Context: an optimization exercise on an open-source flow, tuned for small area, a short achievable clock period and few clock cycles. The choices shown serve that exercise and are no tape-out recipe. Function was checked by simulation only, so behaviour that the tests miss may differ from the original.

## 03-26
## loop_performance_metrics
module loop_performance_metrics (
    input  wire logic                              clk,
    input  wire logic                              rst_n,
    input  wire logic                              start,
    output logic                                   busy,
    input  wire logic [1:0]                        command,
    input  wire logic [3:0]                        loop_index,
    input  wire logic signed [lpm_pkg::DATA_W-1:0] measured,
    input  wire logic signed [lpm_pkg::DATA_W-1:0] target,
    input  wire logic signed [lpm_pkg::DATA_W-1:0] deviation,
    input  wire logic [lpm_pkg::DATA_W-1:0]        step_time,
    output logic                                   done,
    output logic [3:0]                             loop_echo,
    output logic [lpm_pkg::ACC_W-1:0]              abs_error_integral,
    output logic [lpm_pkg::ACC_W-1:0]              squared_error_integral,
    output logic [lpm_pkg::OVS_W-1:0]              peak_overshoot
);
Size: about 270 I/O pins.
Settings: LEC_CHECK=0, CAP_MARGIN=20, CORE_MARGIN=2, CORE_UTILIZATION=60, PLACE_DENSITY=0.7, SLEW_MARGIN=20; clock period 13.0 ns.
standard.sh (not shown) runs the stock make flow with config.mk's settings and CLKGATE_MAP_FILE= SYNTH_SCRIPT=/design/flow/synth_recipe.tcl, a recipe that flattens the netlist after the stock synthesis.
==> flow/flow/run.sh <==
#!/bin/bash
# The standard layout (standard.sh: ORFS synthesis through finish), with
# two changes to how the layout is made, none to the design or constraints:
#  - repair_timing aims for SETUP_SLACK_MARGIN ns of setup slack, so it sizes
#    and buffers the register-to-register paths well below the clock period;
#  - clock tree synthesis adds no dummy loads and uses clkbuf_8 buffers on
#    clusters of at most 16 flip-flops within 60 um.
# Every tool's output goes to the ORFS logs under orfs/logs; make's own output
# goes to standard.log.
set -uo pipefail
export SETUP_SLACK_MARGIN=8
export CTS_ARGS="-sink_clustering_enable -repair_clock_nets -dont_use_dummy_load -buf_list sky130_fd_sc_hd__clkbuf_8 -sink_clustering_size 16 -sink_clustering_max_diameter 60"
bash standard.sh > standard.log 2>&1
Testbench counts of 03-26, summed over its fixed seeds: cycles 4,128.
The inputs of 03-15 differ from those of 03-26 as listed below.
- changing PLACE_DENSITY from 0.7 to 0.65
- changing CORE_UTILIZATION from 60 to 55
--- outcome ---
- 03-26 ended up with pDt[438] as its first element of the critical path; 03-15 ended up with pDt[446].
- 03-26 and 03-15 ended up with nearly the same count of inverters not on the clock network in the layout.
- Per the comparison of 03-15 with 03-26, overall routed net length grew by 0.77%; number of antenna violations at the first check in global routing climbed 4.3%.
- Going from 03-26 to 03-15, worst hold slack grows by 27 ps.
- 03-15 — routed length per instance about 1% lower, 03-26 as reference
- Final instance area: 03-26 vs 03-15 — no meaningful difference

* * *

loop_performance_metrics, a different RTL version from the one above (not shown whole).
Size in the first run: roughly 26000 cells after synthesis, roughly 0.33 mm^2 of cells after synthesis.
export LEC_CHECK = 0
export CAP_MARGIN = 20
export CORE_MARGIN = 2
export CORE_UTILIZATION = 50
export SETUP_SLACK_MARGIN = 5
export SLEW_MARGIN = 20
create_clock -name core_clock -period 13.0 [get_ports {clk}]
run.sh (not shown) runs the stock make flow with config.mk's settings and CLKGATE_MAP_FILE= SYNTH_SCRIPT=/design/flow/synth_recipe.tcl, a recipe that flattens the netlist after the stock synthesis.
Stock flow here: none of the scripts above is used.
The baseline completed with no timing, DRC or antenna violations.
Testbench counts at the start, summed over its fixed seeds: cycles 4,176.
Change:
==> flow/flow/run.sh (new file) <==
#!/bin/bash
# The standard layout (standard.sh: ORFS synthesis through finish), with
# two changes to how the layout is made, none to the design or constraints:
#  - repair_timing aims for SETUP_SLACK_MARGIN ns of setup slack, so it sizes
#    and buffers the register-to-register paths well below the clock period;
#  - clock tree synthesis adds no dummy loads.
# Every tool's output goes to the ORFS logs under orfs/logs; make's own output
# goes to standard.log.
set -uo pipefail
export SETUP_SLACK_MARGIN=8
export CTS_ARGS="-sink_clustering_enable -repair_clock_nets -dont_use_dummy_load"
bash standard.sh > standard.log 2>&1
==> flow/standard.sh (new file) <==
#!/bin/bash
# synth_recipe.tcl (not shown) runs the flow's synth.tcl, then flattens the netlist and writes it again
# the make line also repeats each setting of config.mk as NAME=value (left out here)
make -C /OpenROAD-flow-scripts/flow DESIGN_CONFIG=/design/flow/config.mk WORK_HOME=/design/flow/orfs CLKGATE_MAP_FILE= SYNTH_SCRIPT=/design/flow/synth_recipe.tcl "${@:-finish}"
- SETUP_SLACK_MARGIN: 5 -> unset
removed: flow/run.sh
After rerunning: Setup slack gains 1.0 ns; fmax went up by about 20%; critical path depth decreases by 7; first-iteration DRC count went up by 2.3%; die area is unchanged; worst hold slack degrades by 0.067 ns; final area grows by 0.32%; wire length goes up by about 4%.

==> what the ideal ports hide <==
The flow's constraints put no driver on any port. The routed layouts listed below were extracted and timed again, unchanged, in two steps. Step 1 assumes that a clkbuf_16 drives the clock port and a buf_2 every other input. Step 2 moves the port delays by t, midway between the first and last clock arrival at a register: inputs arrive t later, outputs are due t later. That takes back most of the time a late clock gives input paths. Slacks: no drivers / after step 1 / after step 2; pairs: no drivers / after step 1.
run | shift t [ns] | setup WS [ns] | worst setup path after step 2 | worst data-port slew with drivers (ns)
03-26 | 1.323 | 7.889 / 7.889 / 7.889 | register to register | 0.12
03-15 | 1.382 | 7.853 / 7.853 / 7.853 | register to register | 0.11
the first run of note 2 | 1.236 | 6.671 / 6.671 / 6.671 | register to register | 0.12
the second run of note 2 | 1.220 | 7.710 / 7.710 / 7.710 | register to register | 0.10
After both steps setup and hold are still met in every run listed.
